This design comes from an exercise in tuning for small area, a short achievable clock period and few clock cycles per item on the open sky130 flow, not from production work. The RTL was checked by simulation tests, not by an equivalence proof against the original design. Power figures rest on the tool's default switching activity, not on a simulated workload.

### constraint.sdc
create_clock -name core_clock -period 7.0 [get_ports {clk}]
set_input_delay 1.4000 -clock core_clock [delete_from_list [all_inputs] [get_ports {clk}]]
set_output_delay 1.4000 -clock core_clock [all_outputs]
set_load 0.01 [all_outputs]
### design.v
`default_nettype none
package rbm_pkg;
    localparam int NUM_VISIBLE = 16;
    localparam int NUM_HIDDEN  = 16;
    localparam logic [15:0] LFSR_SEED_BASE = 16'hACE1;
    function automatic logic [7:0] thr_offset(input logic [15:0] l);
        logic [9:0] r7;
        logic [9:0] r9;
        logic [9:0] r10;
        logic [9:0] t;
        r7  = {1'b0, l[15:7]};
        r9  = {3'b0, l[15:9]};
        r10 = {4'b0, l[15:10]};
        if (l[15:8] < 8'd21) begin           
            t = 10'd207 - r7;
        end else if (l[15:8] < 8'd64) begin  
            t = 10'd175 - r9;
        end else if (l[15:8] < 8'd188) begin  
            t = 10'd159 - r10;
        end else if (l[15:8] < 8'd234) begin  
            t = 10'd207 - r9;
            if (t > 10'd112) t = 10'd112;
        end else begin                        
            t = 10'd559 - r7;
            if (t > 10'd90) t = 10'd90;
        end
        thr_offset = t[7:0];
    endfunction
endpackage
`default_nettype wire
`timescale 1ns/100ps
`default_nettype none
module rbm_sequencer (
    input  wire            clk,
    input  wire            reset_n,
    input  wire            start,
    input  wire  [15:0]    hidden,
    input  wire            param_we,
    input  wire  [16:0]    param,
    output logic           busy,
    output logic [2047:0]  ring_q,
    output logic [15:0]    gate,
    output logic [127:0]   bias_q,
    output logic           v1,
    output logic           v2
);
    logic [3:0]   pos;
    logic         clr;
    logic         pend;
    logic         wb;
    logic [3:0]   p_row;
    logic [3:0]   p_col;
    logic [7:0]   p_data;
    logic accept;
    logic wacc;
    logic hit;
    logic pend_next;
    logic clr_next;
    assign accept = start & ~busy;
    assign wacc   = param_we & ~busy;
    assign hit       = pend & (p_col == ~pos);
    assign pend_next = pend ? ~hit : (wacc & ~param[16]);
    assign clr_next  = clr & ~(pos == 4'd15);
    always_ff @(posedge clk or negedge reset_n) begin
        if (!reset_n) begin
            pos  <= '0;
            clr  <= 1'b1;
            busy <= 1'b1;
            pend <= 1'b0;
            wb   <= 1'b0;
            v1   <= 1'b0;
            v2   <= 1'b0;
        end else begin
            pos  <= pos + 4'd1;
            clr  <= clr_next;
            busy <= clr_next | pend_next;
            pend <= pend_next;
            wb   <= wacc & param[16];
            v1   <= accept;
            v2   <= v1;
        end
    end
    always_ff @(posedge clk) begin
        if (!pend) begin
            p_row  <= param[15:12];
            p_col  <= param[11:8];
            p_data <= param[7:0];
        end
    end
    for (genvar k = 0; k < 16; k++) begin : g_bias
        always_ff @(posedge clk or negedge reset_n) begin
            if (!reset_n) begin
                bias_q[8*k +: 8] <= '0;
            end else if (wb && p_row == 4'(k)) begin
                bias_q[8*k +: 8] <= p_data;
            end
        end
    end
    for (genvar k = 0; k < 16; k++) begin : g_lane
        logic sel;
        assign sel = clr | (hit & (p_row == 4'(k)));
        always_ff @(posedge clk) begin
            ring_q[8*k +: 8] <= sel ? (clr ? 8'd0 : p_data) : ring_q[128*15 + 8*k +: 8];
        end
    end
    always_ff @(posedge clk) begin
        ring_q[2047:128] <= ring_q[1919:0];
    end
    always_ff @(posedge clk) begin
        for (int s = 0; s < 16; s++) begin
            gate[s] <= hidden[4'(s) + ~pos];
        end
    end
endmodule
`default_nettype wire
`timescale 1ns/100ps
`default_nettype none
module rbm_tree_s1 (
    input  wire [143:0] op,
    output wire [33:0] mid
);
    wire fa0_s, fa0_c;
    assign fa0_s = op[0] ^ op[8] ^ op[16];
    assign fa0_c = (op[0] & op[8]) | (op[0] & op[16]) | (op[8] & op[16]);
    wire fa1_s, fa1_c;
    assign fa1_s = op[24] ^ op[32] ^ op[40];
    assign fa1_c = (op[24] & op[32]) | (op[24] & op[40]) | (op[32] & op[40]);
    wire fa2_s, fa2_c;
    assign fa2_s = op[48] ^ op[56] ^ op[64];
    assign fa2_c = (op[48] & op[56]) | (op[48] & op[64]) | (op[56] & op[64]);
    wire fa3_s, fa3_c;
    assign fa3_s = op[72] ^ op[80] ^ op[88];
    assign fa3_c = (op[72] & op[80]) | (op[72] & op[88]) | (op[80] & op[88]);
    wire fa4_s, fa4_c;
    assign fa4_s = op[96] ^ op[104] ^ op[112];
    assign fa4_c = (op[96] & op[104]) | (op[96] & op[112]) | (op[104] & op[112]);
    wire fa5_s, fa5_c;
    assign fa5_s = op[120] ^ op[128] ^ op[136];
    assign fa5_c = (op[120] & op[128]) | (op[120] & op[136]) | (op[128] & op[136]);
    wire fa6_s, fa6_c;
    assign fa6_s = op[1] ^ op[9] ^ op[17];
    assign fa6_c = (op[1] & op[9]) | (op[1] & op[17]) | (op[9] & op[17]);
    wire fa7_s, fa7_c;
    assign fa7_s = op[25] ^ op[33] ^ op[41];
    assign fa7_c = (op[25] & op[33]) | (op[25] & op[41]) | (op[33] & op[41]);
    wire fa8_s, fa8_c;
    assign fa8_s = op[49] ^ op[57] ^ op[65];
    assign fa8_c = (op[49] & op[57]) | (op[49] & op[65]) | (op[57] & op[65]);
    wire fa9_s, fa9_c;
    assign fa9_s = op[73] ^ op[81] ^ op[89];
    assign fa9_c = (op[73] & op[81]) | (op[73] & op[89]) | (op[81] & op[89]);
    wire fa10_s, fa10_c;
    assign fa10_s = op[97] ^ op[105] ^ op[113];
    assign fa10_c = (op[97] & op[105]) | (op[97] & op[113]) | (op[105] & op[113]);
    wire fa11_s, fa11_c;
    assign fa11_s = op[121] ^ op[129] ^ op[137];
    assign fa11_c = (op[121] & op[129]) | (op[121] & op[137]) | (op[129] & op[137]);
    wire fa12_s, fa12_c;
    assign fa12_s = op[2] ^ op[10] ^ op[18];
    assign fa12_c = (op[2] & op[10]) | (op[2] & op[18]) | (op[10] & op[18]);
    wire fa13_s, fa13_c;
    assign fa13_s = op[26] ^ op[34] ^ op[42];
    assign fa13_c = (op[26] & op[34]) | (op[26] & op[42]) | (op[34] & op[42]);
    wire fa14_s, fa14_c;
    assign fa14_s = op[50] ^ op[58] ^ op[66];
    assign fa14_c = (op[50] & op[58]) | (op[50] & op[66]) | (op[58] & op[66]);
    wire fa15_s, fa15_c;
    assign fa15_s = op[74] ^ op[82] ^ op[90];
    assign fa15_c = (op[74] & op[82]) | (op[74] & op[90]) | (op[82] & op[90]);
    wire fa16_s, fa16_c;
    assign fa16_s = op[98] ^ op[106] ^ op[114];
    assign fa16_c = (op[98] & op[106]) | (op[98] & op[114]) | (op[106] & op[114]);
    wire fa17_s, fa17_c;
    assign fa17_s = op[122] ^ op[130] ^ op[138];
    assign fa17_c = (op[122] & op[130]) | (op[122] & op[138]) | (op[130] & op[138]);
    wire fa18_s, fa18_c;
    assign fa18_s = op[3] ^ op[11] ^ op[19];
    assign fa18_c = (op[3] & op[11]) | (op[3] & op[19]) | (op[11] & op[19]);
    wire fa19_s, fa19_c;
    assign fa19_s = op[27] ^ op[35] ^ op[43];
    assign fa19_c = (op[27] & op[35]) | (op[27] & op[43]) | (op[35] & op[43]);
    wire fa20_s, fa20_c;
    assign fa20_s = op[51] ^ op[59] ^ op[67];
    assign fa20_c = (op[51] & op[59]) | (op[51] & op[67]) | (op[59] & op[67]);
    wire fa21_s, fa21_c;
    assign fa21_s = op[75] ^ op[83] ^ op[91];
    assign fa21_c = (op[75] & op[83]) | (op[75] & op[91]) | (op[83] & op[91]);
    wire fa22_s, fa22_c;
    assign fa22_s = op[99] ^ op[107] ^ op[115];
    assign fa22_c = (op[99] & op[107]) | (op[99] & op[115]) | (op[107] & op[115]);
    wire fa23_s, fa23_c;
    assign fa23_s = op[123] ^ op[131] ^ op[139];
    assign fa23_c = (op[123] & op[131]) | (op[123] & op[139]) | (op[131] & op[139]);
    wire fa24_s, fa24_c;
    assign fa24_s = op[4] ^ op[12] ^ op[20];
    assign fa24_c = (op[4] & op[12]) | (op[4] & op[20]) | (op[12] & op[20]);
    wire fa25_s, fa25_c;
    assign fa25_s = op[28] ^ op[36] ^ op[44];
    assign fa25_c = (op[28] & op[36]) | (op[28] & op[44]) | (op[36] & op[44]);
    wire fa26_s, fa26_c;
    assign fa26_s = op[52] ^ op[60] ^ op[68];
    assign fa26_c = (op[52] & op[60]) | (op[52] & op[68]) | (op[60] & op[68]);
    wire fa27_s, fa27_c;
    assign fa27_s = op[76] ^ op[84] ^ op[92];
    assign fa27_c = (op[76] & op[84]) | (op[76] & op[92]) | (op[84] & op[92]);
    wire fa28_s, fa28_c;
    assign fa28_s = op[100] ^ op[108] ^ op[116];
    assign fa28_c = (op[100] & op[108]) | (op[100] & op[116]) | (op[108] & op[116]);
    wire fa29_s, fa29_c;
    assign fa29_s = op[124] ^ op[132] ^ op[140];
    assign fa29_c = (op[124] & op[132]) | (op[124] & op[140]) | (op[132] & op[140]);
    wire fa30_s, fa30_c;
    assign fa30_s = op[5] ^ op[13] ^ op[21];
    assign fa30_c = (op[5] & op[13]) | (op[5] & op[21]) | (op[13] & op[21]);
    wire fa31_s, fa31_c;
    assign fa31_s = op[29] ^ op[37] ^ op[45];
    assign fa31_c = (op[29] & op[37]) | (op[29] & op[45]) | (op[37] & op[45]);
    wire fa32_s, fa32_c;
    assign fa32_s = op[53] ^ op[61] ^ op[69];
    assign fa32_c = (op[53] & op[61]) | (op[53] & op[69]) | (op[61] & op[69]);
    wire fa33_s, fa33_c;
    assign fa33_s = op[77] ^ op[85] ^ op[93];
    assign fa33_c = (op[77] & op[85]) | (op[77] & op[93]) | (op[85] & op[93]);
    wire fa34_s, fa34_c;
    assign fa34_s = op[101] ^ op[109] ^ op[117];
    assign fa34_c = (op[101] & op[109]) | (op[101] & op[117]) | (op[109] & op[117]);
    wire fa35_s, fa35_c;
    assign fa35_s = op[125] ^ op[133] ^ op[141];
    assign fa35_c = (op[125] & op[133]) | (op[125] & op[141]) | (op[133] & op[141]);
    wire fa36_s, fa36_c;
    assign fa36_s = op[6] ^ op[14] ^ op[22];
    assign fa36_c = (op[6] & op[14]) | (op[6] & op[22]) | (op[14] & op[22]);
    wire fa37_s, fa37_c;
    assign fa37_s = op[30] ^ op[38] ^ op[46];
    assign fa37_c = (op[30] & op[38]) | (op[30] & op[46]) | (op[38] & op[46]);
    wire fa38_s, fa38_c;
    assign fa38_s = op[54] ^ op[62] ^ op[70];
    assign fa38_c = (op[54] & op[62]) | (op[54] & op[70]) | (op[62] & op[70]);
    wire fa39_s, fa39_c;
    assign fa39_s = op[78] ^ op[86] ^ op[94];
    assign fa39_c = (op[78] & op[86]) | (op[78] & op[94]) | (op[86] & op[94]);
    wire fa40_s, fa40_c;
    assign fa40_s = op[102] ^ op[110] ^ op[118];
    assign fa40_c = (op[102] & op[110]) | (op[102] & op[118]) | (op[110] & op[118]);
    wire fa41_s, fa41_c;
    assign fa41_s = op[126] ^ op[134] ^ op[142];
    assign fa41_c = (op[126] & op[134]) | (op[126] & op[142]) | (op[134] & op[142]);
    wire fa42_s, fa42_c;
    assign fa42_s = op[7] ^ op[15] ^ op[23];
    assign fa42_c = (op[7] & op[15]) | (op[7] & op[23]) | (op[15] & op[23]);
    wire fa43_s, fa43_c;
    assign fa43_s = op[31] ^ op[39] ^ op[47];
    assign fa43_c = (op[31] & op[39]) | (op[31] & op[47]) | (op[39] & op[47]);
    wire fa44_s, fa44_c;
    assign fa44_s = op[55] ^ op[63] ^ op[71];
    assign fa44_c = (op[55] & op[63]) | (op[55] & op[71]) | (op[63] & op[71]);
    wire fa45_s, fa45_c;
    assign fa45_s = op[79] ^ op[87] ^ op[95];
    assign fa45_c = (op[79] & op[87]) | (op[79] & op[95]) | (op[87] & op[95]);
    wire fa46_s, fa46_c;
    assign fa46_s = op[103] ^ op[111] ^ op[119];
    assign fa46_c = (op[103] & op[111]) | (op[103] & op[119]) | (op[111] & op[119]);
    wire fa47_s, fa47_c;
    assign fa47_s = op[127] ^ op[135] ^ op[143];
    assign fa47_c = (op[127] & op[135]) | (op[127] & op[143]) | (op[135] & op[143]);
    wire fa48_s, fa48_c;
    assign fa48_s = fa0_s ^ fa1_s ^ fa2_s;
    assign fa48_c = (fa0_s & fa1_s) | (fa0_s & fa2_s) | (fa1_s & fa2_s);
    wire fa49_s, fa49_c;
    assign fa49_s = fa3_s ^ fa4_s ^ fa5_s;
    assign fa49_c = (fa3_s & fa4_s) | (fa3_s & fa5_s) | (fa4_s & fa5_s);
    wire fa50_s, fa50_c;
    assign fa50_s = fa0_c ^ fa1_c ^ fa2_c;
    assign fa50_c = (fa0_c & fa1_c) | (fa0_c & fa2_c) | (fa1_c & fa2_c);
    wire fa51_s, fa51_c;
    assign fa51_s = fa3_c ^ fa4_c ^ fa5_c;
    assign fa51_c = (fa3_c & fa4_c) | (fa3_c & fa5_c) | (fa4_c & fa5_c);
    wire fa52_s, fa52_c;
    assign fa52_s = fa6_s ^ fa7_s ^ fa8_s;
    assign fa52_c = (fa6_s & fa7_s) | (fa6_s & fa8_s) | (fa7_s & fa8_s);
    wire fa53_s, fa53_c;
    assign fa53_s = fa9_s ^ fa10_s ^ fa11_s;
    assign fa53_c = (fa9_s & fa10_s) | (fa9_s & fa11_s) | (fa10_s & fa11_s);
    wire fa54_s, fa54_c;
    assign fa54_s = fa6_c ^ fa7_c ^ fa8_c;
    assign fa54_c = (fa6_c & fa7_c) | (fa6_c & fa8_c) | (fa7_c & fa8_c);
    wire fa55_s, fa55_c;
    assign fa55_s = fa9_c ^ fa10_c ^ fa11_c;
    assign fa55_c = (fa9_c & fa10_c) | (fa9_c & fa11_c) | (fa10_c & fa11_c);
    wire fa56_s, fa56_c;
    assign fa56_s = fa12_s ^ fa13_s ^ fa14_s;
    assign fa56_c = (fa12_s & fa13_s) | (fa12_s & fa14_s) | (fa13_s & fa14_s);
    wire fa57_s, fa57_c;
    assign fa57_s = fa15_s ^ fa16_s ^ fa17_s;
    assign fa57_c = (fa15_s & fa16_s) | (fa15_s & fa17_s) | (fa16_s & fa17_s);
    wire fa58_s, fa58_c;
    assign fa58_s = fa12_c ^ fa13_c ^ fa14_c;
    assign fa58_c = (fa12_c & fa13_c) | (fa12_c & fa14_c) | (fa13_c & fa14_c);
    wire fa59_s, fa59_c;
    assign fa59_s = fa15_c ^ fa16_c ^ fa17_c;
    assign fa59_c = (fa15_c & fa16_c) | (fa15_c & fa17_c) | (fa16_c & fa17_c);
    wire fa60_s, fa60_c;
    assign fa60_s = fa18_s ^ fa19_s ^ fa20_s;
    assign fa60_c = (fa18_s & fa19_s) | (fa18_s & fa20_s) | (fa19_s & fa20_s);
    wire fa61_s, fa61_c;
    assign fa61_s = fa21_s ^ fa22_s ^ fa23_s;
    assign fa61_c = (fa21_s & fa22_s) | (fa21_s & fa23_s) | (fa22_s & fa23_s);
    wire fa62_s, fa62_c;
    assign fa62_s = fa18_c ^ fa19_c ^ fa20_c;
    assign fa62_c = (fa18_c & fa19_c) | (fa18_c & fa20_c) | (fa19_c & fa20_c);
    wire fa63_s, fa63_c;
    assign fa63_s = fa21_c ^ fa22_c ^ fa23_c;
    assign fa63_c = (fa21_c & fa22_c) | (fa21_c & fa23_c) | (fa22_c & fa23_c);
    wire fa64_s, fa64_c;
    assign fa64_s = fa24_s ^ fa25_s ^ fa26_s;
    assign fa64_c = (fa24_s & fa25_s) | (fa24_s & fa26_s) | (fa25_s & fa26_s);
    wire fa65_s, fa65_c;
    assign fa65_s = fa27_s ^ fa28_s ^ fa29_s;
    assign fa65_c = (fa27_s & fa28_s) | (fa27_s & fa29_s) | (fa28_s & fa29_s);
    wire fa66_s, fa66_c;
    assign fa66_s = fa24_c ^ fa25_c ^ fa26_c;
    assign fa66_c = (fa24_c & fa25_c) | (fa24_c & fa26_c) | (fa25_c & fa26_c);
    wire fa67_s, fa67_c;
    assign fa67_s = fa27_c ^ fa28_c ^ fa29_c;
    assign fa67_c = (fa27_c & fa28_c) | (fa27_c & fa29_c) | (fa28_c & fa29_c);
    wire fa68_s, fa68_c;
    assign fa68_s = fa30_s ^ fa31_s ^ fa32_s;
    assign fa68_c = (fa30_s & fa31_s) | (fa30_s & fa32_s) | (fa31_s & fa32_s);
    wire fa69_s, fa69_c;
    assign fa69_s = fa33_s ^ fa34_s ^ fa35_s;
    assign fa69_c = (fa33_s & fa34_s) | (fa33_s & fa35_s) | (fa34_s & fa35_s);
    wire fa70_s, fa70_c;
    assign fa70_s = fa30_c ^ fa31_c ^ fa32_c;
    assign fa70_c = (fa30_c & fa31_c) | (fa30_c & fa32_c) | (fa31_c & fa32_c);
    wire fa71_s, fa71_c;
    assign fa71_s = fa33_c ^ fa34_c ^ fa35_c;
    assign fa71_c = (fa33_c & fa34_c) | (fa33_c & fa35_c) | (fa34_c & fa35_c);
    wire fa72_s, fa72_c;
    assign fa72_s = fa36_s ^ fa37_s ^ fa38_s;
    assign fa72_c = (fa36_s & fa37_s) | (fa36_s & fa38_s) | (fa37_s & fa38_s);
    wire fa73_s, fa73_c;
    assign fa73_s = fa39_s ^ fa40_s ^ fa41_s;
    assign fa73_c = (fa39_s & fa40_s) | (fa39_s & fa41_s) | (fa40_s & fa41_s);
    wire fa74_s, fa74_c;
    assign fa74_s = fa36_c ^ fa37_c ^ fa38_c;
    assign fa74_c = (fa36_c & fa37_c) | (fa36_c & fa38_c) | (fa37_c & fa38_c);
    wire fa75_s, fa75_c;
    assign fa75_s = fa39_c ^ fa40_c ^ fa41_c;
    assign fa75_c = (fa39_c & fa40_c) | (fa39_c & fa41_c) | (fa40_c & fa41_c);
    wire fa76_s, fa76_c;
    assign fa76_s = fa42_s ^ fa43_s ^ fa44_s;
    assign fa76_c = (fa42_s & fa43_s) | (fa42_s & fa44_s) | (fa43_s & fa44_s);
    wire fa77_s, fa77_c;
    assign fa77_s = fa45_s ^ fa46_s ^ fa47_s;
    assign fa77_c = (fa45_s & fa46_s) | (fa45_s & fa47_s) | (fa46_s & fa47_s);
    wire fa78_s, fa78_c;
    assign fa78_s = fa42_c ^ fa43_c ^ fa44_c;
    assign fa78_c = (fa42_c & fa43_c) | (fa42_c & fa44_c) | (fa43_c & fa44_c);
    wire fa79_s, fa79_c;
    assign fa79_s = fa45_c ^ fa46_c ^ fa47_c;
    assign fa79_c = (fa45_c & fa46_c) | (fa45_c & fa47_c) | (fa46_c & fa47_c);
    wire fa80_s, fa80_c;
    assign fa80_s = fa48_c ^ fa49_c ^ fa50_s;
    assign fa80_c = (fa48_c & fa49_c) | (fa48_c & fa50_s) | (fa49_c & fa50_s);
    wire fa81_s, fa81_c;
    assign fa81_s = fa51_s ^ fa52_s ^ fa53_s;
    assign fa81_c = (fa51_s & fa52_s) | (fa51_s & fa53_s) | (fa52_s & fa53_s);
    wire fa82_s, fa82_c;
    assign fa82_s = fa50_c ^ fa51_c ^ fa52_c;
    assign fa82_c = (fa50_c & fa51_c) | (fa50_c & fa52_c) | (fa51_c & fa52_c);
    wire fa83_s, fa83_c;
    assign fa83_s = fa53_c ^ fa54_s ^ fa55_s;
    assign fa83_c = (fa53_c & fa54_s) | (fa53_c & fa55_s) | (fa54_s & fa55_s);
    wire fa84_s, fa84_c;
    assign fa84_s = fa54_c ^ fa55_c ^ fa56_c;
    assign fa84_c = (fa54_c & fa55_c) | (fa54_c & fa56_c) | (fa55_c & fa56_c);
    wire fa85_s, fa85_c;
    assign fa85_s = fa57_c ^ fa58_s ^ fa59_s;
    assign fa85_c = (fa57_c & fa58_s) | (fa57_c & fa59_s) | (fa58_s & fa59_s);
    wire fa86_s, fa86_c;
    assign fa86_s = fa58_c ^ fa59_c ^ fa60_c;
    assign fa86_c = (fa58_c & fa59_c) | (fa58_c & fa60_c) | (fa59_c & fa60_c);
    wire fa87_s, fa87_c;
    assign fa87_s = fa61_c ^ fa62_s ^ fa63_s;
    assign fa87_c = (fa61_c & fa62_s) | (fa61_c & fa63_s) | (fa62_s & fa63_s);
    wire fa88_s, fa88_c;
    assign fa88_s = fa62_c ^ fa63_c ^ fa64_c;
    assign fa88_c = (fa62_c & fa63_c) | (fa62_c & fa64_c) | (fa63_c & fa64_c);
    wire fa89_s, fa89_c;
    assign fa89_s = fa65_c ^ fa66_s ^ fa67_s;
    assign fa89_c = (fa65_c & fa66_s) | (fa65_c & fa67_s) | (fa66_s & fa67_s);
    wire fa90_s, fa90_c;
    assign fa90_s = fa66_c ^ fa67_c ^ fa68_c;
    assign fa90_c = (fa66_c & fa67_c) | (fa66_c & fa68_c) | (fa67_c & fa68_c);
    wire fa91_s, fa91_c;
    assign fa91_s = fa69_c ^ fa70_s ^ fa71_s;
    assign fa91_c = (fa69_c & fa70_s) | (fa69_c & fa71_s) | (fa70_s & fa71_s);
    wire fa92_s, fa92_c;
    assign fa92_s = fa70_c ^ fa71_c ^ fa72_c;
    assign fa92_c = (fa70_c & fa71_c) | (fa70_c & fa72_c) | (fa71_c & fa72_c);
    wire fa93_s, fa93_c;
    assign fa93_s = fa73_c ^ fa74_s ^ fa75_s;
    assign fa93_c = (fa73_c & fa74_s) | (fa73_c & fa75_s) | (fa74_s & fa75_s);
    wire fa94_s, fa94_c;
    assign fa94_s = fa74_c ^ fa75_c ^ fa76_c;
    assign fa94_c = (fa74_c & fa75_c) | (fa74_c & fa76_c) | (fa75_c & fa76_c);
    wire fa95_s, fa95_c;
    assign fa95_s = fa77_c ^ fa78_s ^ fa79_s;
    assign fa95_c = (fa77_c & fa78_s) | (fa77_c & fa79_s) | (fa78_s & fa79_s);
    wire fa96_s, fa96_c;
    assign fa96_s = fa80_c ^ fa81_c ^ fa82_s;
    assign fa96_c = (fa80_c & fa81_c) | (fa80_c & fa82_s) | (fa81_c & fa82_s);
    wire fa97_s, fa97_c;
    assign fa97_s = fa83_s ^ fa56_s ^ fa57_s;
    assign fa97_c = (fa83_s & fa56_s) | (fa83_s & fa57_s) | (fa56_s & fa57_s);
    wire fa98_s, fa98_c;
    assign fa98_s = fa82_c ^ fa83_c ^ fa84_s;
    assign fa98_c = (fa82_c & fa83_c) | (fa82_c & fa84_s) | (fa83_c & fa84_s);
    wire fa99_s, fa99_c;
    assign fa99_s = fa85_s ^ fa60_s ^ fa61_s;
    assign fa99_c = (fa85_s & fa60_s) | (fa85_s & fa61_s) | (fa60_s & fa61_s);
    wire fa100_s, fa100_c;
    assign fa100_s = fa84_c ^ fa85_c ^ fa86_s;
    assign fa100_c = (fa84_c & fa85_c) | (fa84_c & fa86_s) | (fa85_c & fa86_s);
    wire fa101_s, fa101_c;
    assign fa101_s = fa87_s ^ fa64_s ^ fa65_s;
    assign fa101_c = (fa87_s & fa64_s) | (fa87_s & fa65_s) | (fa64_s & fa65_s);
    wire fa102_s, fa102_c;
    assign fa102_s = fa86_c ^ fa87_c ^ fa88_s;
    assign fa102_c = (fa86_c & fa87_c) | (fa86_c & fa88_s) | (fa87_c & fa88_s);
    wire fa103_s, fa103_c;
    assign fa103_s = fa89_s ^ fa68_s ^ fa69_s;
    assign fa103_c = (fa89_s & fa68_s) | (fa89_s & fa69_s) | (fa68_s & fa69_s);
    wire fa104_s, fa104_c;
    assign fa104_s = fa88_c ^ fa89_c ^ fa90_s;
    assign fa104_c = (fa88_c & fa89_c) | (fa88_c & fa90_s) | (fa89_c & fa90_s);
    wire fa105_s, fa105_c;
    assign fa105_s = fa91_s ^ fa72_s ^ fa73_s;
    assign fa105_c = (fa91_s & fa72_s) | (fa91_s & fa73_s) | (fa72_s & fa73_s);
    wire fa106_s, fa106_c;
    assign fa106_s = fa90_c ^ fa91_c ^ fa92_s;
    assign fa106_c = (fa90_c & fa91_c) | (fa90_c & fa92_s) | (fa91_c & fa92_s);
    wire fa107_s, fa107_c;
    assign fa107_s = fa93_s ^ fa76_s ^ fa77_s;
    assign fa107_c = (fa93_s & fa76_s) | (fa93_s & fa77_s) | (fa76_s & fa77_s);
    wire fa108_s, fa108_c;
    assign fa108_s = fa92_c ^ fa93_c ^ fa94_s;
    assign fa108_c = (fa92_c & fa93_c) | (fa92_c & fa94_s) | (fa93_c & fa94_s);
    wire fa109_s, fa109_c;
    assign fa109_s = fa94_c ^ fa95_c ^ fa78_c;
    assign fa109_c = (fa94_c & fa95_c) | (fa94_c & fa78_c) | (fa95_c & fa78_c);
    assign mid = {fa109_c, fa79_c, fa109_s, fa108_c, fa95_s, fa108_s, fa107_c, fa106_c, fa107_s, fa106_s, fa105_c, fa104_c, fa105_s, fa104_s, fa103_c, fa102_c, fa103_s, fa102_s, fa101_c, fa100_c, fa101_s, fa100_s, fa99_c, fa98_c, fa99_s, fa98_s, fa97_c, fa96_c, fa97_s, fa96_s, fa81_s, fa80_s, fa49_s, fa48_s};
endmodule
module rbm_tree_s2 (
    input  wire [33:0] mid_q,
    output wire [12:0] sum_a,
    output wire [12:0] sum_b
);
    wire ha0_s, ha0_c;
    assign ha0_s = mid_q[6] ^ mid_q[7];
    assign ha0_c = mid_q[6] & mid_q[7];
    wire fa110_s, fa110_c;
    assign fa110_s = mid_q[10] ^ mid_q[11] ^ mid_q[12];
    assign fa110_c = (mid_q[10] & mid_q[11]) | (mid_q[10] & mid_q[12]) | (mid_q[11] & mid_q[12]);
    wire fa111_s, fa111_c;
    assign fa111_s = mid_q[14] ^ mid_q[15] ^ mid_q[16];
    assign fa111_c = (mid_q[14] & mid_q[15]) | (mid_q[14] & mid_q[16]) | (mid_q[15] & mid_q[16]);
    wire fa112_s, fa112_c;
    assign fa112_s = mid_q[18] ^ mid_q[19] ^ mid_q[20];
    assign fa112_c = (mid_q[18] & mid_q[19]) | (mid_q[18] & mid_q[20]) | (mid_q[19] & mid_q[20]);
    wire fa113_s, fa113_c;
    assign fa113_s = mid_q[22] ^ mid_q[23] ^ mid_q[24];
    assign fa113_c = (mid_q[22] & mid_q[23]) | (mid_q[22] & mid_q[24]) | (mid_q[23] & mid_q[24]);
    wire fa114_s, fa114_c;
    assign fa114_s = mid_q[26] ^ mid_q[27] ^ mid_q[28];
    assign fa114_c = (mid_q[26] & mid_q[27]) | (mid_q[26] & mid_q[28]) | (mid_q[27] & mid_q[28]);
    wire ha1_s, ha1_c;
    assign ha1_s = mid_q[30] ^ mid_q[31];
    assign ha1_c = mid_q[30] & mid_q[31];
    wire ha2_s, ha2_c;
    assign ha2_s = ha0_s ^ mid_q[8];
    assign ha2_c = ha0_s & mid_q[8];
    wire fa115_s, fa115_c;
    assign fa115_s = ha0_c ^ fa110_s ^ mid_q[13];
    assign fa115_c = (ha0_c & fa110_s) | (ha0_c & mid_q[13]) | (fa110_s & mid_q[13]);
    wire fa116_s, fa116_c;
    assign fa116_s = fa110_c ^ fa111_s ^ mid_q[17];
    assign fa116_c = (fa110_c & fa111_s) | (fa110_c & mid_q[17]) | (fa111_s & mid_q[17]);
    wire fa117_s, fa117_c;
    assign fa117_s = fa111_c ^ fa112_s ^ mid_q[21];
    assign fa117_c = (fa111_c & fa112_s) | (fa111_c & mid_q[21]) | (fa112_s & mid_q[21]);
    wire fa118_s, fa118_c;
    assign fa118_s = fa112_c ^ fa113_s ^ mid_q[25];
    assign fa118_c = (fa112_c & fa113_s) | (fa112_c & mid_q[25]) | (fa113_s & mid_q[25]);
    wire fa119_s, fa119_c;
    assign fa119_s = fa113_c ^ fa114_s ^ mid_q[29];
    assign fa119_c = (fa113_c & fa114_s) | (fa113_c & mid_q[29]) | (fa114_s & mid_q[29]);
    wire fa120_s, fa120_c;
    assign fa120_s = fa114_c ^ ha1_s ^ mid_q[32];
    assign fa120_c = (fa114_c & ha1_s) | (fa114_c & mid_q[32]) | (ha1_s & mid_q[32]);
    wire ha3_s, ha3_c;
    assign ha3_s = ha1_c ^ mid_q[33];
    assign ha3_c = ha1_c & mid_q[33];
    assign sum_a = {1'b0, ha3_c, fa120_c, fa119_c, fa118_c, fa117_c, fa116_c, fa115_c, ha2_c, ha2_s, mid_q[4], mid_q[2], mid_q[0]};
    assign sum_b = {1'b0, 1'b0, ha3_s, fa120_s, fa119_s, fa118_s, fa117_s, fa116_s, fa115_s, mid_q[9], mid_q[5], mid_q[3], mid_q[1]};
endmodule
module visible_unit #(
    parameter int UNIT_INDEX = 0
) (
    input  wire          clk,
    input  wire          reset_n,
    input  wire  [127:0] wring,
    input  wire  [15:0]  gate,
    input  wire  [7:0]   bias,
    input  wire          v1,
    output logic         sample
);
    localparam logic [15:0] SEED =
        rbm_pkg::LFSR_SEED_BASE ^ 16'(UNIT_INDEX);
    localparam logic [7:0] SEED_THR = rbm_pkg::thr_offset(SEED);
    logic [15:0] lfsr;
    logic [15:0] lfsr_next;
    logic [7:0]  thr;
    logic        never;
    assign lfsr_next = {lfsr[14:0], lfsr[15] ^ lfsr[13] ^ lfsr[12] ^ lfsr[10]};
    always_ff @(posedge clk or negedge reset_n) begin
        if (!reset_n) begin
            lfsr  <= SEED;
            thr   <= SEED_THR;
            never <= 1'b0;
        end else if (v1) begin
            lfsr  <= lfsr_next;
            thr   <= rbm_pkg::thr_offset(lfsr_next);
            never <= &lfsr_next;
        end
    end
    logic [144-1:0] op;
    logic [34-1:0] mid;
    logic [34-1:0] mid_q;
    logic            never_q;
    for (genvar s = 0; s < 16; s++) begin : g_op
        assign op[8*s +: 8] = {~(gate[s] & wring[8*s+7]), wring[8*s +: 7] & {7{gate[s]}}};
    end
    assign op[128 +: 8] = {~bias[7], bias[6:0]};
    assign op[136 +: 8] = thr;
    rbm_tree_s1 u_s1 (
        .op  (op),
        .mid (mid)
    );
    always_ff @(posedge clk) begin
        mid_q   <= mid;
        never_q <= never;
    end
    logic [12:0] sum_a, sum_b;
    logic [13:0] total;
    rbm_tree_s2 u_s2 (
        .mid_q (mid_q),
        .sum_a (sum_a),
        .sum_b (sum_b)
    );
    assign total  = 14'(sum_a) + 14'(sum_b) + 14'h1700;
    assign sample = total[13] & ~never_q;
endmodule
`default_nettype wire
`timescale 1ns/100ps
`default_nettype none
module sample_collector (
    input  wire         clk,
    input  wire         reset_n,
    input  wire  [15:0] sample,
    input  wire         v2,
    output logic [15:0] visible,
    output logic        done
);
    always_ff @(posedge clk or negedge reset_n) begin
        if (!reset_n) begin
            visible <= '0;
            done    <= 1'b0;
        end else begin
            done <= v2;
            if (v2) begin
                visible <= sample;
            end
        end
    end
endmodule
`default_nettype wire
`timescale 1ns/100ps
`default_nettype none
module rbm_recon (
    input  wire          clk,
    input  wire          reset_n,
    input  wire          start,
    input  wire  [15:0]  hidden,
    input  wire          param_we,
    input  wire  [16:0]  param,
    output logic         busy,
    output logic         done,
    output logic [15:0]  visible
);
    logic [2047:0] ring_q;
    logic [15:0]   gate;
    logic [127:0]  bias_q;
    logic          v1;
    logic          v2;
    logic [15:0]   sample;
    rbm_sequencer u_sequencer (
        .clk      (clk),
        .reset_n  (reset_n),
        .start    (start),
        .hidden   (hidden),
        .param_we (param_we),
        .param    (param),
        .busy     (busy),
        .ring_q   (ring_q),
        .gate     (gate),
        .bias_q   (bias_q),
        .v1       (v1),
        .v2       (v2)
    );
    for (genvar k = 0; k < 16; k++) begin : g_unit
        logic [127:0] wring;
        for (genvar s = 0; s < 16; s++) begin : g_s
            assign wring[8*s +: 8] = ring_q[128*s + 8*k +: 8];
        end
        visible_unit #(
            .UNIT_INDEX (k)
        ) u_unit (
            .clk     (clk),
            .reset_n (reset_n),
            .wring   (wring),
            .gate    (gate),
            .bias    (bias_q[8*k +: 8]),
            .v1      (v1),
            .sample  (sample[k])
        );
    end
    sample_collector u_collector (
        .clk     (clk),
        .reset_n (reset_n),
        .sample  (sample),
        .v2      (v2),
        .visible (visible),
        .done    (done)
    );
endmodule
`default_nettype wire
### run.sh
#!/bin/bash
# synth_recipe.tcl (not shown) runs the flow's synth.tcl, then flattens the netlist and writes it again
# the make line also repeats each setting of config.mk as NAME=value (left out here)
make -C /OpenROAD-flow-scripts/flow DESIGN_CONFIG=/design/flow/config.mk WORK_HOME=/design/flow/orfs CLKGATE_MAP_FILE= SYNTH_SCRIPT=/design/flow/synth_recipe.tcl finish
### config.mk
export PLATFORM = sky130hd
export DESIGN_NAME = rbm_recon
export DESIGN_NICKNAME = rbm_recon
export VERILOG_FILES = /design/flow/design.v
export SDC_FILE = /design/flow/constraint.sdc
export NUM_CORES = 4
export LEC_CHECK = 0
export ABC_CLOCK_PERIOD_IN_PS = 3000
export CAP_MARGIN = 20
export CORE_MARGIN = 2
export CORE_UTILIZATION = 55
export SETUP_SLACK_MARGIN = 3.6
export SLEW_MARGIN = 20
==> flow_summary.html <==
<table>
<tr><th>Metric</th><th>Value</th></tr>
<tr><th colspan="2">Detailed routing</th></tr>
<tr><td>Average wire per cell in the routed design</td><td>between 20 and 25 um</td></tr>
<tr><td>Number of vias after detailed routing</td><td>approximately 88000</td></tr>
<tr><td>DRC violations left</td><td>0</td></tr>
<tr><td>Via/cell ratio</td><td>5.22</td></tr>
<tr><td>Routed wire length</td><td>roughly 380000 um</td></tr>
<tr><td>Violation count after the first detailed-route iteration</td><td>5457</td></tr>
<tr><td>DR pass1 iterations</td><td>6</td></tr>
<tr><td>Antenna Nets Post-Route</td><td>0</td></tr>
<tr><th colspan="2">Final layout</th></tr>
<tr><td>Footprint of the multi-input gates</td><td>between 0.07 and 0.08 mm2</td></tr>
<tr><td>Total area of sequential cells</td><td>between 0.06 and 0.07 mm2</td></tr>
<tr><td>Final standard cell utilization of the core</td><td>roughly three fifths</td></tr>
<tr><td>Share of cells above drive strength 1</td><td>between 9 and 10%</td></tr>
<tr><td>Area delta synth-&gt;final</td><td>11.6%</td></tr>
<tr><td>Final design area excluding fillers</td><td>about 0.17 mm2</td></tr>
<tr><td>Final Instance Count excl. Fillers</td><td>between 15000 and 20000</td></tr>
<tr><td># fillers</td><td>approximately 22000</td></tr>
<tr><td>Number of nets at the end of the flow</td><td>around 15000</td></tr>
<tr><th colspan="2">Clock network</th></tr>
<tr><td>Skew-Pair Late Insertion Delay</td><td>between 0.9 and 1 ns</td></tr>
<tr><td>Library cell used as clock root buffer</td><td>sky130_fd_sc_hd__clkbuf_16</td></tr>
<tr><td>Inserted Clock Buffers</td><td>342</td></tr>
<tr><td>Reg clk slew, reported paths</td><td>approximately 0.060 ns</td></tr>
<tr><td>TritonCTS sink count</td><td>around 3200</td></tr>
<tr><td>H-tree depth reported by CTS</td><td>5</td></tr>
<tr><td>Maximum clock path buffer count</td><td>4</td></tr>
<tr><td>CTS tree</td><td>done</td></tr>
<tr><th colspan="2">STA</th></tr>
<tr><td>Final critical delay including setup and external delays</td><td>about 3.4 ns</td></tr>
<tr><td>Worst slew margin</td><td>between 20% and 30%</td></tr>
<tr><td>Post-route setup TNS</td><td>0 ns</td></tr>
<tr><td>Maximum frequency from static timing analysis</td><td>between 0.2 and 0.3 GHz</td></tr>
<tr><td>Worst-case clock skew</td><td>0.0375 ns</td></tr>
<tr><td>RSZ-0062 raised after global routing</td><td>yes</td></tr>
<tr><td>Slew of the pin with the lowest slew margin</td><td>roughly 1.2 ns</td></tr>
<tr><td>Final setup viols</td><td>0</td></tr>
<tr><td>Crit share post-route</td><td>between 40% and 50%</td></tr>
<tr><td>Hold Vio Cnt, Final</td><td>0</td></tr>
<tr><td>Max-slew violation count</td><td>0</td></tr>
<tr><th colspan="2">Global route</th></tr>
<tr><td>First-pass GRT wire length</td><td>between 500000 and 600000 um</td></tr>
<tr><td>Maximum number of pins on one net before global-route repair</td><td>between 150 and 200</td></tr>
<tr><td>GRT Residual Overflow</td><td>0</td></tr>
<tr><td>All-Layer GR Usage</td><td>approximately 28%</td></tr>
<tr><td>Number of global-route vias before repair</td><td>96400</td></tr>
<tr><td>Antenna violations before repair</td><td>50</td></tr>
<tr><th colspan="2">Worst setup path</th></tr>
<tr><td>Data required time at the worst endpoint</td><td>7.78 ns</td></tr>
<tr><td>Worst Setup End Kind</td><td>flop</td></tr>
<tr><td>Crit Path Class</td><td>flop to flop</td></tr>
<tr><td>Cell family with most CP delay</td><td>adder cells</td></tr>
<tr><td>Bufs and invs on worst path</td><td>2</td></tr>
<tr><td>Biggest cell delay along the critical path</td><td>about 0.54 ns</td></tr>
<tr><td>CP most frequent cell</td><td>sky130_fd_sc_hd__fa_1</td></tr>
<tr><td>Critical path peak fanout</td><td>between 60 and 70</td></tr>
<tr><td>Critical path cell sequence</td><td>buf_12 &gt; and2_1 &gt; fa_1 &gt; fa_1 &gt; fa_1 &gt; inv_1 &gt; fa_1</td></tr>
<tr><td>CP arrival</td><td>4.13 ns</td></tr>
<tr><td>Critical path's slowest cell</td><td>sky130_fd_sc_hd__fa_1</td></tr>
<tr><td>Startpoint Class</td><td>flop</td></tr>
<tr><th colspan="2">Pwr</th></tr>
<tr><td>Pwr Density</td><td>between 300 and 400 mW/mm2</td></tr>
<tr><td>Fraction of power consumed by sequential logic</td><td>~44%</td></tr>
<tr><td>Clock share of power</td><td>a little over a third</td></tr>
<tr><td>Part of the power in combinational logic</td><td>between 20% and 30%</td></tr>
<tr><td>Total power</td><td>about 52000 uW</td></tr>
<tr><td>Peak supply drop</td><td>0.000245 V</td></tr>
<tr><td>Int Pwr</td><td>~36000 uW</td></tr>
<tr><td>Net Sw Frac</td><td>31.1%</td></tr>
<tr><td>Total net switching power</td><td>16300 uW</td></tr>
<tr><td>Static Leak</td><td>around 0.074 uW</td></tr>
<tr><th colspan="2">Yosys</th></tr>
<tr><td>Area of the mapped netlist</td><td>around 0.15 mm2</td></tr>
<tr><td>Number of unique standard cell types used by synthesis</td><td>94</td></tr>
<tr><td>Synthesized Nets</td><td>15300</td></tr>
<tr><td>Fraction of registers with async set or reset after synthesis</td><td>between 15 and 20%</td></tr>
<tr><td>Share of the synthesized area in the top cell type</td><td>35.0%</td></tr>
<tr><td>Top cells by area in the synthesized netlist</td><td>sky130_fd_sc_hd__dfxtp_1 35%, sky130_fd_sc_hd__fa_1 26%, sky130_fd_sc_hd__and2_1 6.9%</td></tr>
<tr><td>Synthesized area divided by synthesized cell count</td><td>around 12 um2</td></tr>
<tr><td>Number of instances in the synthesized netlist</td><td>12900</td></tr>
<tr><td>Top cell types by occurrence after synthesis</td><td>2624 x sky130_fd_sc_hd__dfxtp_1, 2149 x sky130_fd_sc_hd__inv_1, 1936 x sky130_fd_sc_hd__fa_1</td></tr>
<tr><td>Most numerous cell in the Yosys netlist</td><td>sky130_fd_sc_hd__dfxtp_1</td></tr>
<tr><td>EDFF count, synth</td><td>16</td></tr>
<tr><td>Top FF cell, synth</td><td>sky130_fd_sc_hd__dfxtp_1</td></tr>
<tr><td>Fraction of the yosys area taken by sequential cells</td><td>44.8%</td></tr>
<tr><td>Synth warn</td><td>18</td></tr>
<tr><td>Flip-flop and latch count after synthesis</td><td>about 3200</td></tr>
<tr><td>Area leader, netlist</td><td>sky130_fd_sc_hd__dfxtp_1</td></tr>
<tr><th colspan="2">Placed design</th></tr>
<tr><td>Number of placed instances with taps included</td><td>roughly 16000</td></tr>
<tr><td>Count of input and output buffers</td><td>54</td></tr>
<tr><td>Area after DPL</td><td>around 0.15 mm2</td></tr>
<tr><td>Detailed placer's ending HPWL</td><td>about 220000 um</td></tr>
<tr><td>Final GP Congestion</td><td>around 0.85</td></tr>
<tr><th colspan="2">Floorplan</th></tr>
<tr><td>Area of the die</td><td>0.277 mm2</td></tr>
<tr><td>Num rows</td><td>around 190</td></tr>
<tr><td>Die height</td><td>between 500 and 600 um</td></tr>
<tr><td>Die W</td><td>roughly 530 um</td></tr>
<tr><td>I/O pin cnt</td><td>55</td></tr>
<tr><td>Starting Density</td><td>a little under three fifths</td></tr>
<tr><td>CORE AREA</td><td>roughly 0.27 mm2</td></tr>
<tr><th colspan="2">Worst hold path</th></tr>
<tr><td>Type of the worst min-delay path</td><td>flop to flop</td></tr>
<tr><th colspan="2">Job</th></tr>
<tr><td>Maximum Capacitance Violations</td><td>0</td></tr>
<tr><th colspan="2">Run status</th></tr>
<tr><td>Result of the run</td><td>complete, no violations</td></tr>
</table>
-- layer usage --
| metal | up-vias | wire (um) | track usage (%) |
|---|---|---|---|
| li1 | 39900 | - | - |
| met1 | 45500 | 160000 | 38.0 |
| met2 | 2230 | 184000 | 46.7 |
| met3 | 597 | 21300 | 3.27 |
| met4 | 4 | 12100 | 8.12 |
| met5 | - | 27 | 0 |
-- path summary, 6_finish.rpt --
| path | startpoint | endpoint | slack, ns | cells past startpoint |
|---|---|---|---|---|
| setup / recovery | u_sequencer.gate[4] | g_unit[10].u_unit.mid_q[28] | 3.64 | 7 |
| hold / removal | u_sequencer.ring_q[900] | u_sequencer.ring_q[1028] | 0.32 | 0 |
| setup reg to reg | u_sequencer.gate[4] | g_unit[10].u_unit.mid_q[28] | 3.64 | 7 |
| hold reg to reg | u_sequencer.ring_q[900] | u_sequencer.ring_q[1028] | 0.32 | 0 |
| max in group asynchronous | reset_n | u_collector.visible[3] | 5.03 | 2 |
| min in group asynchronous | reset_n | g_unit[12].u_unit.lfsr[1] | 0.48 | 1 |
-- cell families (layout without fill, tap and decap cells) --
family / Yosys count / count (layout) / share of synthesized area (%)
DFF: 3195 / 3195 / 44.8
and+or+nand+nor: 3182 / 3182 / 11.5
buffers and inverters: 2634 / 2994 / 6.62
adders and majority gates: 2281 / 2281 / 28.7
AOI/OAI and AO/OA: 1133 / 1133 / 4.70
muxes: 420 / 420 / 3.20
xor gates and xnor gates: 94 / 94 / 0.549
other: 0 / 37 / 0
-- layout make-up --
class,instances,share of cell area [%]
antenna,37,0.0553
clock buffer,525,6.12
clock inverter,100,0.719
inverter,2158,4.84
multi-input combinational,7110,43.7
sequential,3195,40.2
tap,3570,2.67
timing repair buffer,211,1.76
-- layout by cell type, fill, tap and decap left out, types with 73 or more instances in the layout --
| cell type | Yosys | final |
|---|---|---|
| sky130_fd_sc_hd__clkbuf_8 | 0 | 79 |
| sky130_fd_sc_hd__nor2_1 | 293 | 286 |
| sky130_fd_sc_hd__nand3_1 | 110 | 109 |
| sky130_fd_sc_hd__dfstp_2 | 210 | 209 |
| sky130_fd_sc_hd__mux2i_1 | 117 | 116 |
| sky130_fd_sc_hd__mux2_2 | 282 | 282 |
| sky130_fd_sc_hd__dfxtp_1 | 2624 | 2608 |
| sky130_fd_sc_hd__fa_1 | 1936 | 1936 |
| sky130_fd_sc_hd__and2_1 | 1658 | 1658 |
| sky130_fd_sc_hd__a21oi_1 | 285 | 285 |
| sky130_fd_sc_hd__dfrtp_1 | 345 | 338 |
| sky130_fd_sc_hd__clkbuf_16 | 0 | 357 |
| sky130_fd_sc_hd__ha_1 | 344 | 344 |
| sky130_fd_sc_hd__xnor2_1 | 73 | 73 |
| sky130_fd_sc_hd__nand2_1 | 809 | 809 |
| sky130_fd_sc_hd__buf_4 | 3 | 73 |
| sky130_fd_sc_hd__clkbuf_1 | 427 | 94 |
| sky130_fd_sc_hd__o21ai_0 | 350 | 347 |
| sky130_fd_sc_hd__inv_1 | 2149 | 2147 |
-- metrics by stage --
| step | setup WS [ns] | hold slack (ns) |
|---|---|---|
| final | 3.64 | 0.322 |
| after global routing | 3.54 | 0.331 |
| after CTS | 3.60 | 0.328 |
| after detailed placement | 2.91 | 0.329 |
| after global placement | 2.95 | 0.324 |
| after floorplan | 3.90 | 0.323 |
-- registers in the layout, summed over array words and instances (netlist names), 16 cells and up --
name                   cells
g_unit.u_unit.never_q     16
g_unit.u_unit.lfsr       256
u_sequencer.gate          16
u_collector.visible       16
u_sequencer.ring_q      2048
g_unit.u_unit.thr        128
g_unit.u_unit.mid_q      544
g_unit.u_unit.never       16
u_sequencer.bias_q       128
-- worst register-to-register path, stage by stage (launching register included) --
cell                      delay (ns)
sky130_fd_sc_hd__dfxtp_4        0.46
sky130_fd_sc_hd__buf_12         0.37
sky130_fd_sc_hd__and2_1         0.45
sky130_fd_sc_hd__fa_1           0.45
sky130_fd_sc_hd__fa_1           0.44
sky130_fd_sc_hd__fa_1           0.54
sky130_fd_sc_hd__inv_1          0.05
sky130_fd_sc_hd__fa_1           0.47
-- what timing repair did --
action	in CTS	in global routing
pin swaps	1	7
hold buffers	0	0
gates cloned	10	5
resized for setup	55	30
endpoints found under the setup margin	561	75
buffers inserted	62	3
-- power groups by stage --
| stage | Combinational [uW] | Sequential [uW] | Clock, uW |
|---|---|---|---|
| after global routing | 12700 | 23200 | 19500 |
| final | 11100 | 22900 | 18400 |
| after floorplan | 8170 | 22100 | 0 |
| after detailed placement | 10800 | 23400 | 0 |
| after CTS | 11200 | 22900 | 18800 |
| after global placement | 10500 | 23300 | 0 |
Testbench counts, summed over its fixed seeds: cycles 1,056, items 1,024.

## static timing again, ports no longer ideal
How much do the figures lean on ideal ports? The routed layout below was timed once more, with nothing changed but the port constraints. Step 1: set_driving_cell puts a clkbuf_16 on clk and a buf_2 on each other input, an assumption about the parent block. Step 2 also shifts input and output timing later by t, the mid clock arrival at the registers, as if the neighbouring blocks saw the same clock. a / b / c = ideal / step 1 / step 2; a / b = the first two.
t (ns): 0.994
setup slack, ns: 3.645 / 3.593 / 3.645
worst setup path after step 2: register to register
After both steps this run still meets setup and hold. The setup slack of this run moves by -0.052 ns with the drivers and by 0.000 ns with both steps.
